Context: an optimization exercise on an open-source flow, tuned for small area, a short achievable clock period and few clock cycles per item. The choices shown serve that exercise and are no tape-out recipe.
In this exercise RTL edits were held to simulation tests only and were not proved equivalent to the original.
Power figures rest on the tool's default switching activity, not on a simulated workload.

==> flow/config.mk <==
export PLATFORM = sky130hd
export DESIGN_NAME = dpCore
export DESIGN_NICKNAME = dpCore
export VERILOG_FILES = /design/flow/design.v
export SDC_FILE = /design/flow/constraint.sdc
export NUM_CORES = 4
export LEC_CHECK = 0
export CAP_MARGIN = 20
export CORE_MARGIN = 2
export CORE_UTILIZATION = 40
export PLACE_DENSITY = 0.6
export SLEW_MARGIN = 20
==> flow/constraint.sdc <==
create_clock -name core_clock -period 6.5 [get_ports {Clk}]
set_input_delay 1.3000 -clock core_clock [delete_from_list [all_inputs] [get_ports {Clk}]]
set_output_delay 1.3000 -clock core_clock [all_outputs]
set_load 0.01 [all_outputs]
==> flow/design.v <==
`timescale 1ns/1ps
package dpPkg;
    localparam int dataWidth    = 32;
    localparam int regCount     = 16;
    localparam int regAddrWidth = 4;
    typedef logic [regAddrWidth-1:0] regAddrT;
    typedef logic [dataWidth-1:0]    wordT;
    typedef enum logic [3:0] {
        opAnd = 4'd0,
        opEor = 4'd1,
        opSub = 4'd2,
        opRsb = 4'd3,
        opAdd = 4'd4,
        opAdc = 4'd5,
        opSbc = 4'd6,
        opRsc = 4'd7,
        opTst = 4'd8,
        opTeq = 4'd9,
        opCmp = 4'd10,
        opCmn = 4'd11,
        opOrr = 4'd12,
        opMov = 4'd13,
        opBic = 4'd14,
        opMvn = 4'd15
    } aluOpT;
    typedef struct packed {
        logic n;
        logic z;
        logic c;
        logic v;
    } flagsT;
    typedef struct packed {
        logic [5:0] upper;    
        logic       immFlag;
        aluOpT      op;
        logic       setFlags;
        regAddrT    rn;
        regAddrT    rd;
        logic [3:0] rotate;   
        logic [7:0] imm8;
    } instrT;
    typedef struct packed {
        aluOpT   op;
        logic    setFlags;
        logic    writes;
        regAddrT rd;
        wordT    a;
        wordT    b;
    } operandT;
    typedef struct packed {
        regAddrT rd;
        logic    writes;
        wordT    value;
        flagsT   flags;
    } resultT;
endpackage
`timescale 1ns/1ps
module pipeReg #(
    parameter int width = 1
) (
    input  logic    Clk,
    input  logic    reset,
    input  logic    inValid,
    output logic    inReady,
    input  logic [width-1:0] inData,
    output logic    outValid,
    input  logic    outReady,
    output logic [width-1:0] outData
);
    logic    full;
    logic [width-1:0] data;
    assign inReady  = !full || outReady;  
    assign outValid = full;
    assign outData  = data;
    always_ff @(posedge Clk) begin
        if (reset) begin
            full <= 1'b0;
        end else if (inValid && inReady) begin
            full <= 1'b1;
        end else if (outReady) begin
            full <= 1'b0;
        end
    end
    always_ff @(posedge Clk) begin
        if (inValid && inReady) data <= inData;  
    end
endmodule
`timescale 1ns/1ps
module registerFile (
    input  logic    Clk,
    input  logic    reset,
    input  dpPkg::regAddrT rdAddrA,
    input  dpPkg::regAddrT rdAddrB,
    output dpPkg::wordT    rdDataA,
    output dpPkg::wordT    rdDataB,
    input  logic    wrEn,
    input  dpPkg::regAddrT wrAddr,
    input  dpPkg::wordT    wrData
);
    dpPkg::wordT regs [0:dpPkg::regCount-1];
    assign rdDataA = regs[rdAddrA];
    assign rdDataB = regs[rdAddrB];
    always_ff @(posedge Clk) begin
        if (reset) begin
            for (int i = 0; i < dpPkg::regCount; i++) regs[i] <= '0;
        end else if (wrEn) begin
            regs[wrAddr] <= wrData;
        end
    end
endmodule
`timescale 1ns/1ps
module operandFetch (
    input  dpPkg::instrT   instr,
    output dpPkg::regAddrT rdAddrA,
    output dpPkg::regAddrT rdAddrB,
    input  dpPkg::wordT    rdDataA,
    input  dpPkg::wordT    rdDataB,
    input  logic    fwdValid,
    input  dpPkg::regAddrT fwdAddr,
    input  dpPkg::wordT    fwdData,
    output dpPkg::operandT operand
);
    logic isCompare;
    dpPkg::wordT regA;
    dpPkg::wordT regB;
    dpPkg::wordT immWord;
    assign isCompare = (instr.op[3:2] == 2'b10);
    assign rdAddrA = instr.rn;
    assign rdAddrB = instr.imm8[3:0];  
    always_comb begin
        regA = rdDataA;
        regB = rdDataB;
        if (fwdValid && fwdAddr == rdAddrA) regA = fwdData;
        if (fwdValid && fwdAddr == rdAddrB) regB = fwdData;
    end
    assign immWord = {{(dpPkg::dataWidth-8){1'b0}}, instr.imm8};  
    always_comb begin
        operand.op       = instr.op;
        operand.setFlags = instr.setFlags || isCompare;
        operand.writes   = !isCompare;
        operand.rd       = instr.rd;
        operand.a        = regA;
        operand.b        = instr.immFlag ? immWord : regB;
    end
endmodule
`timescale 1ns/1ps
module aluCore (
    input  dpPkg::aluOpT op,
    input  dpPkg::wordT  a,
    input  dpPkg::wordT  b,
    input  dpPkg::flagsT flagsIn,
    output dpPkg::wordT  result,
    output dpPkg::flagsT flagsOut
);
    dpPkg::wordT             addX;
    dpPkg::wordT             addY;
    logic             addCin;
    logic             arith;
    logic [dpPkg::dataWidth:0] sum;
    logic             overflow;
    always_comb begin
        addX   = a;
        addY   = b;
        addCin = 1'b0;
        arith  = 1'b1;
        case (op)
            dpPkg::opSub, dpPkg::opCmp: begin
                addY   = ~b;
                addCin = 1'b1;
            end
            dpPkg::opRsb: begin
                addX   = b;
                addY   = ~a;
                addCin = 1'b1;
            end
            dpPkg::opAdc:   addCin = flagsIn.c;
            dpPkg::opSbc: begin
                addY   = ~b;
                addCin = flagsIn.c;  
            end
            dpPkg::opRsc: begin
                addX   = b;
                addY   = ~a;
                addCin = flagsIn.c;
            end
            dpPkg::opAdd, dpPkg::opCmn: arith = 1'b1;
            default: arith = 1'b0;
        endcase
    end
    assign sum      = {1'b0, addX} + {1'b0, addY} + {{dpPkg::dataWidth{1'b0}}, addCin};
    assign overflow = (addX[dpPkg::dataWidth-1] == addY[dpPkg::dataWidth-1]) &&
                      (sum[dpPkg::dataWidth-1] != addX[dpPkg::dataWidth-1]);
    always_comb begin
        case (op)
            dpPkg::opAnd, dpPkg::opTst: result = a & b;
            dpPkg::opEor, dpPkg::opTeq: result = a ^ b;
            dpPkg::opOrr:        result = a | b;
            dpPkg::opMov:        result = b;
            dpPkg::opBic:        result = a & ~b;
            dpPkg::opMvn:        result = ~b;
            default:      result = sum[dpPkg::dataWidth-1:0];
        endcase
    end
    assign flagsOut.n = result[dpPkg::dataWidth-1];
    assign flagsOut.z = (result == '0);
    assign flagsOut.c = arith ? sum[dpPkg::dataWidth] : flagsIn.c;  
    assign flagsOut.v = arith ? overflow : flagsIn.v;
endmodule
`timescale 1ns/1ps
module executeStage (
    input  logic    Clk,
    input  logic    reset,
    input  dpPkg::operandT operand,
    input  logic    operandValid,
    input  logic    accept,
    output dpPkg::resultT  result,
    output logic    wrEn,
    output dpPkg::regAddrT wrAddr,
    output dpPkg::wordT    wrData,
    output logic    fwdValid,
    output dpPkg::regAddrT fwdAddr,
    output dpPkg::wordT    fwdData
);
    dpPkg::flagsT flagsQ;
    dpPkg::flagsT aluFlags;
    dpPkg::flagsT nextFlags;
    dpPkg::wordT  aluResult;
    aluCore alu (
        .op      (operand.op),
        .a       (operand.a),
        .b       (operand.b),
        .flagsIn (flagsQ),
        .result  (aluResult),
        .flagsOut(aluFlags)
    );
    assign nextFlags = operand.setFlags ? aluFlags : flagsQ;
    always_ff @(posedge Clk) begin
        if (reset) begin
            flagsQ <= '0;
        end else if (accept) begin
            flagsQ <= nextFlags;
        end
    end
    assign result.rd     = operand.rd;
    assign result.writes = operand.writes;
    assign result.value  = aluResult;
    assign result.flags  = nextFlags;
    assign wrEn   = accept && operand.writes;
    assign wrAddr = operand.rd;
    assign wrData = aluResult;
    assign fwdValid = operandValid && operand.writes;
    assign fwdAddr  = operand.rd;
    assign fwdData  = aluResult;
endmodule
`timescale 1ns/1ps
module dpCore (
    input  logic   Clk,
    input  logic   reset,
    input  logic   inValid,
    output logic   inReady,
    input  logic [31:0] inInstr,
    output logic   outValid,
    input  logic   outReady,
    output logic [40:0] outResult
);
    dpPkg::instrT   instr;
    dpPkg::regAddrT rdAddrA, rdAddrB;
    dpPkg::wordT    rdDataA, rdDataB;
    dpPkg::operandT fetchOperand;
    dpPkg::operandT execOperand;
    logic    execValid;
    logic    execReady;
    logic    accept;
    dpPkg::resultT  execResult;
    logic    wrEn;
    dpPkg::regAddrT wrAddr;
    dpPkg::wordT    wrData;
    logic    fwdValid;
    dpPkg::regAddrT fwdAddr;
    dpPkg::wordT    fwdData;
    assign instr  = inInstr;
    assign accept = execValid && execReady;  
    operandFetch fetch (
        .instr, .rdAddrA, .rdAddrB, .rdDataA, .rdDataB,
        .fwdValid, .fwdAddr, .fwdData, .operand(fetchOperand)
    );
    registerFile regFile (
        .Clk, .reset, .rdAddrA, .rdAddrB, .rdDataA, .rdDataB,
        .wrEn, .wrAddr, .wrData
    );
    pipeReg #(.width($bits(fetchOperand))) fetchSlot (
        .Clk, .reset, .inValid, .inReady, .inData(fetchOperand),
        .outValid(execValid), .outReady(execReady), .outData(execOperand)
    );
    executeStage execute (
        .Clk, .reset, .operand(execOperand), .operandValid(execValid), .accept,
        .result(execResult), .wrEn, .wrAddr, .wrData, .fwdValid, .fwdAddr, .fwdData
    );
    pipeReg #(.width($bits(execResult))) resultSlot (
        .Clk, .reset, .inValid(execValid), .inReady(execReady), .inData(execResult),
        .outValid, .outReady, .outData(outResult)
    );
endmodule
==> flow/run.sh <==
#!/bin/bash
# synth_recipe.tcl (not shown) runs the flow's synth.tcl, then flattens the netlist and writes it again
# the make line also repeats each setting of config.mk as NAME=value (left out here)
make -C /OpenROAD-flow-scripts/flow DESIGN_CONFIG=/design/flow/config.mk WORK_HOME=/design/flow/orfs CLKGATE_MAP_FILE= SYNTH_SCRIPT=/design/flow/synth_recipe.tcl finish
==> impl_metrics.prom <==
# TYPE chip_impl_metric gauge
chip_impl_info{name="path_common_cell",value="sky130_fd_sc_hd__buf_4"} 1
chip_impl_metric{name="timing.critical_path.required",unit="ns"} 6.84
chip_impl_info{name="worstSetupPathType",value="reg -> reg"} 1
chip_impl_metric{name="drtPass1Iterations",unit=""} 7
chip_impl_metric{name="grt-ovfl-total",unit=""} 0
chip_impl_metric{name="routed_wire_length_per_instance",unit="um"} 28.5
chip_impl_metric{name="post_synth_xor_area_fraction",unit="%"} 0.643
chip_impl_metric{name="muxShareOfSynthArea",unit="%"} 20.8
chip_impl_metric{name="core_region_area",unit="um^2"} 88100
chip_impl_metric{name="complex_gate_fraction_of_the_synthesized_area",unit="%"} 7.78
chip_impl_metric{name="synth_cell_type_count",unit=""} 75
chip_impl_metric{name="dpl.hpwl",unit="um"} 70100
chip_impl_metric{name="final.setup.tns",unit="ns"} 0
chip_impl_info{name="worst_r2r_startpoint",value="fetchSlot.data[71]"} 1
chip_impl_metric{name="postLayoutSetupSlackWorst",unit="ns"} 0.788
chip_impl_metric{name="worstMarginPinSlew",unit="ns"} 1.05
chip_impl_info{name="crit_path_cell_chain",value="inv_1 > or3_2 > o31ai_4 > buf_4 > nand2_1 > o21ai_0 > o21ai_0 > fa_1 > a211o_1 > a221oi_2 > buf_4 > a211oi_1 > a211o_1 > a221oi_1 > o21ba_2 > nor2b_1 > a211oi_2 > buf_4 > o21ai_1"} 1
chip_impl_metric{name="routed_wirelength",unit="um"} 115000
chip_impl_metric{name="simple_gate_share_of_the_synthesized_area",unit="%"} 11.0
chip_impl_info{name="synth_top_family_by_area",value="multiplexers"} 1
chip_impl_metric{name="dr_total_vias",unit=""} 25200
chip_impl_metric{name="async_s_r_ff_share_synth",unit="%"} 0
chip_impl_info{name="synth_ff_type",value="sky130_fd_sc_hd__edfxtp_1"} 1
chip_impl_metric{name="worst_slew_margin_relative_to_its_limit",unit="%"} 29.8
chip_impl_metric{name="synth_fp_nets",unit=""} 2922
chip_impl_metric{name="syn_inst",unit=""} 2821
chip_impl_metric{name="vdd_drop_max",unit="mV"} 0.205
chip_impl_metric{name="cts_repair_resize_count",unit=""} 0
chip_impl_metric{name="share_of_post_route_cells_with_drive_strength_above_1",unit="%"} 21.2
chip_impl_metric{name="largest_fanout_on_the_critical_path",unit=""} 31
chip_impl_metric{name="power-per-cell-area",unit="nW/um^2"} 280
chip_impl_metric{name="clock_path_buffers",unit=""} 3
chip_impl_metric{name="timing.clock.skew",unit="ns"} 0.0330
chip_impl_metric{name="chipWidth",unit="um"} 301
chip_impl_metric{name="finalNetCount",unit=""} 2910
chip_impl_info{name="critical_path.slowest_cell",value="sky130_fd_sc_hd__or3_2"} 1
chip_impl_info{name="start_kind",value="flop"} 1
chip_impl_metric{name="initial_utilization",unit="%"} 40.2
chip_impl_metric{name="setup_viol",unit=""} 0
chip_impl_metric{name="synth.cell_area",unit="um^2"} 35400
chip_impl_metric{name="place.gp.congestion",unit=""} 0.893
chip_impl_metric{name="reg2regPathDepth",unit=""} 19
chip_impl_metric{name="max_clock_freq",unit="GHz"} 0.175
chip_impl_metric{name="grt_pass1_wl",unit="um"} 168000
chip_impl_info{name="rr_endpoint",value="fetchSlot.data[62]"} 1
chip_impl_info{name="hold_path.class",value="reg -> reg"} 1
chip_impl_metric{name="critPathArrivalTime",unit="ns"} 6.05
chip_impl_metric{name="regToRegSetupSlack",unit="ns"} 0.79
chip_impl_metric{name="numCtsBuffers",unit=""} 72
chip_impl_metric{name="flops_latches_synth",unit=""} 633
chip_impl_metric{name="portBuffers",unit=""} 68
chip_impl_metric{name="drcViolationCount",unit=""} 0
chip_impl_metric{name="syn_to_final_growth",unit="%"} 12.8
chip_impl_metric{name="initial_drc_count",unit=""} 3214
chip_impl_metric{name="final_min_period_over_clock_period",unit="%"} 87.9
chip_impl_metric{name="grt_use_total",unit="%"} 25.3
chip_impl_metric{name="slowest_stage_delay_cp",unit="ns"} 0.53
chip_impl_metric{name="synth_seq_area_share",unit="%"} 53.5
chip_impl_info{name="holdPathEnd",value="execute.flagsQ[0]"} 1
chip_impl_info{name="crit_path_end_kind",value="flop"} 1
chip_impl_metric{name="layout_min_cycle_time",unit="ns"} 5.71
chip_impl_info{name="cts-root-buf",value="sky130_fd_sc_hd__clkbuf_16"} 1
chip_impl_metric{name="hold_path_depth",unit=""} 2
chip_impl_info{name="holdCritStartpoint",value="execute.flagsQ[0]"} 1
chip_impl_metric{name="postRouteAntennaNets",unit=""} 0
chip_impl_metric{name="critPathBufInv",unit=""} 4
chip_impl_metric{name="max_cap_viols",unit=""} 0
chip_impl_info{name="clock_tree_from_tritoncts",value="built"} 1
chip_impl_metric{name="clock_sink_count",unit=""} 633
chip_impl_metric{name="initial_antenna_violation_count",unit=""} 2
chip_impl_metric{name="synth.yosys.warnings",unit=""} 6
chip_impl_metric{name="fill_cells",unit=""} 7948
chip_impl_metric{name="synthAdderAreaFrac",unit="%"} 2.34
chip_impl_metric{name="design.portCount",unit=""} 79
chip_impl_metric{name="via_count_of_the_first_global_routing_pass",unit=""} 25500
chip_impl_metric{name="report.final.slew_viol_count",unit=""} 0
chip_impl_metric{name="number_of_enable_type_register_cells_in_the_synthesized_netlist",unit=""} 627
chip_impl_metric{name="worst_setup_hold_path_clk_slew",unit="ns"} 0.05
chip_impl_metric{name="pre_cts_ws",unit="ns"} 0.893
chip_impl_metric{name="cts_htree_levels",unit=""} 3
chip_impl_metric{name="number_of_vias_per_cell_after_detailed_routing",unit=""} 6.26
chip_impl_info{name="rsz0062_at_grt",value="false"} 1
chip_impl_info{name="path_delay_family",value="compound AO/OA/AOI/OAI gates"} 1
chip_impl_metric{name="postCtsSetupBuffers",unit=""} 0
chip_impl_metric{name="die-area",unit="um^2"} 90900
chip_impl_metric{name="hold_violations",unit=""} 0
chip_impl_info{name="status",value="complete, no violations"} 1
chip_impl_metric{name="synthesis.area_per_instance",unit="um^2"} 12.5
chip_impl_metric{name="insertion_delay",unit="ns"} 0.64
chip_impl_metric{name="cts-hold-fix-buffers",unit=""} 0
chip_impl_metric{name="y_dimension_of_the_die",unit="um"} 301
chip_impl_metric{name="static-leakage-power",unit="uW"} 0.0145
chip_impl_metric{name="rows",unit=""} 109
chip_impl_metric{name="grt_start_max_net_pins",unit=""} 75
==> registers in the layout, summed over array words and instances, names as in the netlist <==
register / flops
resultSlot.full: 1
resultSlot.data: 41
regFile.regs: 512
fetchSlot.full: 1
fetchSlot.data: 74
execute.flagsQ: 4
==> worst reg2reg max path, cell delays in order, from the launching register on <==
cell	delay, ns
sky130_fd_sc_hd__edfxtp_1	0.47
sky130_fd_sc_hd__inv_1	0.08
sky130_fd_sc_hd__or3_2	0.53
sky130_fd_sc_hd__o31ai_4	0.09
sky130_fd_sc_hd__buf_4	0.45
sky130_fd_sc_hd__nand2_1	0.10
sky130_fd_sc_hd__o21ai_0	0.08
sky130_fd_sc_hd__o21ai_0	0.18
sky130_fd_sc_hd__fa_1	0.48
sky130_fd_sc_hd__a211o_1	0.37
sky130_fd_sc_hd__a221oi_2	0.34
sky130_fd_sc_hd__buf_4	0.19
sky130_fd_sc_hd__a211oi_1	0.14
sky130_fd_sc_hd__a211o_1	0.38
sky130_fd_sc_hd__a221oi_1	0.46
sky130_fd_sc_hd__o21ba_2	0.22
sky130_fd_sc_hd__nor2b_1	0.07
sky130_fd_sc_hd__a211oi_2	0.38
sky130_fd_sc_hd__buf_4	0.31
sky130_fd_sc_hd__o21ai_1	0.11
==> report_power, final <==
part	leakage, uW	switching [uW]	internal, uW
registers	0.00647	124	4710
logic	0.00687	1510	803
clock network	0.00112	1710	2330
total	0.0145	3340	7850
==> logic make-up after synthesis <==
logic type	after synthesis
buffers and inverters	369
xor gates and xnor gates	26
AOI/OAI and AO/OA	443
and+or+nand+nor	948
muxes	337
adders and majority gates	65
DFF	633
==> metal layers <==
layer / share of wire [%] / routed length [um] / vias up / track usage, %
met5: 0.0078 / 9 / - / 0
met4: 3.7 / 4220 / 2 / 9.18
met1: 37 / 42600 / 12900 / 32.4
li1: - / - / 10600 / -
met3: 10 / 11800 / 280 / 5.56
met2: 49 / 56200 / 1459 / 42.4
==> through the flow <==
stage                     utilization (%)  hold WS, ns  power, uW  cells  cell area, um^2
after floorplan                         -        0.424       6310   2821            35400
after global placement               42.7        0.460       7130   3900            37600
after detailed placement             42.7        0.482       7180   3900            37600
after CTS                            45.3        0.489      11200   4031            39900
after global routing                 45.3        0.523      11600   4031            39900
final                                45.3        0.492      11200   4032            39900
==> layout by cell type (no fill, tap or decap), types with 12 or more instances in the layout <==
cell                                n
sky130_fd_sc_hd__a211oi_1          16
sky130_fd_sc_hd__a21oi_1           95
sky130_fd_sc_hd__buf_4            104
sky130_fd_sc_hd__clkbuf_1          15
sky130_fd_sc_hd__clkbuf_16         72
sky130_fd_sc_hd__clkdlybuf4s50_1   59
sky130_fd_sc_hd__clkinv_1          17
sky130_fd_sc_hd__clkinv_2          13
sky130_fd_sc_hd__edfxtp_1         627
sky130_fd_sc_hd__ha_1              63
sky130_fd_sc_hd__inv_1            103
sky130_fd_sc_hd__mux2i_1           15
sky130_fd_sc_hd__mux4_2           318
sky130_fd_sc_hd__nand2_1          162
sky130_fd_sc_hd__nand2_2           24
sky130_fd_sc_hd__nand3_1           21
sky130_fd_sc_hd__nand4_1           14
sky130_fd_sc_hd__nor2_1           625
sky130_fd_sc_hd__nor3_1            14
sky130_fd_sc_hd__o211ai_1          13
sky130_fd_sc_hd__o21a_1            12
sky130_fd_sc_hd__o21ai_0          158
sky130_fd_sc_hd__xnor2_1           16
==> how the worst max path moves through the flow <==
stage	endpoint	start	cells after the start
4_1_cts	execute.flagsQ[2]	fetchSlot.data[71]	17
6_report	fetchSlot.data[62]	fetchSlot.data[71]	19
3_5_place_dp	execute.flagsQ[2]	fetchSlot.data[71]	17
2_1_floorplan	regFile.regs[10][30]	fetchSlot.data[70]	22
3_3_place_gp	execute.flagsQ[2]	fetchSlot.data[71]	17
5_1_grt	fetchSlot.data[62]	fetchSlot.data[71]	19
==> synthesized netlist by cell type (7+ instances only) <==
| master | instances | area, um^2 |
|---|---|---|
| sky130_fd_sc_hd__clkbuf_1 | 197 | 739 |
| sky130_fd_sc_hd__o22ai_1 | 12 | 75.1 |
| sky130_fd_sc_hd__nand2_1 | 190 | 713 |
| sky130_fd_sc_hd__xnor2_1 | 16 | 140 |
| sky130_fd_sc_hd__o31ai_1 | 9 | 67.6 |
| sky130_fd_sc_hd__a22oi_1 | 9 | 67.6 |
| sky130_fd_sc_hd__xor2_1 | 10 | 87.6 |
| sky130_fd_sc_hd__or4_1 | 7 | 52.6 |
| sky130_fd_sc_hd__a21oi_1 | 100 | 500 |
| sky130_fd_sc_hd__a221oi_1 | 7 | 61.3 |
| sky130_fd_sc_hd__mux2i_1 | 15 | 150 |
| sky130_fd_sc_hd__inv_1 | 104 | 390 |
| sky130_fd_sc_hd__nand2b_1 | 10 | 62.6 |
| sky130_fd_sc_hd__nand3_1 | 25 | 125 |
| sky130_fd_sc_hd__or3_1 | 10 | 62.6 |
| sky130_fd_sc_hd__o211ai_1 | 13 | 97.6 |
| sky130_fd_sc_hd__nor3_1 | 16 | 80.1 |
| sky130_fd_sc_hd__o21ai_1 | 10 | 50.1 |
| sky130_fd_sc_hd__nor2_1 | 626 | 2350 |
| sky130_fd_sc_hd__edfxtp_1 | 627 | 18800 |
| sky130_fd_sc_hd__o21ai_0 | 159 | 796 |
| sky130_fd_sc_hd__buf_1 | 52 | 195 |
| sky130_fd_sc_hd__and3_1 | 9 | 56.3 |
| sky130_fd_sc_hd__nand4_1 | 14 | 87.6 |
| sky130_fd_sc_hd__a21o_1 | 10 | 75.1 |
| sky130_fd_sc_hd__o21a_1 | 12 | 90.1 |
| sky130_fd_sc_hd__nor2b_1 | 11 | 68.8 |
| sky130_fd_sc_hd__mux4_2 | 318 | 7160 |
| sky130_fd_sc_hd__buf_2 | 10 | 50.1 |
| sky130_fd_sc_hd__ha_1 | 63 | 788 |
| sky130_fd_sc_hd__a211oi_1 | 22 | 165 |
| sky130_fd_sc_hd__a31oi_1 | 12 | 75.1 |
==> layout make-up <==
class	count	area (um^2)	area share, %
flip-flops and latches	633	18900	47.5
multi-input cells	1819	15300	38.4
clock buffers	87	1860	4.65
repair buffers	173	1480	3.71
well taps	1165	1460	3.65
clock inverters	44	454	1.14
inverters	110	413	1.03
diodes	1	2.50	0.00627
Testbench counts, summed over its fixed seeds: cycles 8,016, items 8,000.

==> port drivers added, routing unchanged <==
How much do the figures lean on ideal ports? The routed layout below was timed once more, with nothing changed but the port constraints.
Step 1 (the two cells are an assumption about what drives the block):
set clk [get_ports {Clk}]
set_driving_cell -lib_cell sky130_fd_sc_hd__clkbuf_16 $clk
set_driving_cell -lib_cell sky130_fd_sc_hd__buf_2 [delete_from_list [all_inputs] $clk]
Step 2 also shifts input and output timing later by t, the mid clock arrival at the registers, as if the neighbouring blocks saw the same clock.
Three values: ideal ports, drivers, drivers and shift; two values: the first two.
t (ns): 0.693
setup slack, ns: 0.788 / 0.788 / 0.788
hold slack, ns: 0.492 / 0.492 / 0.492
worst register clock-pin slew, ns: 0.07 / 0.07
cell pins on the clock port's net: 1
After both steps setup and hold are still met in this run. The setup slack of this run moves by 0.000 ns with the drivers and by 0.000 ns with both steps.
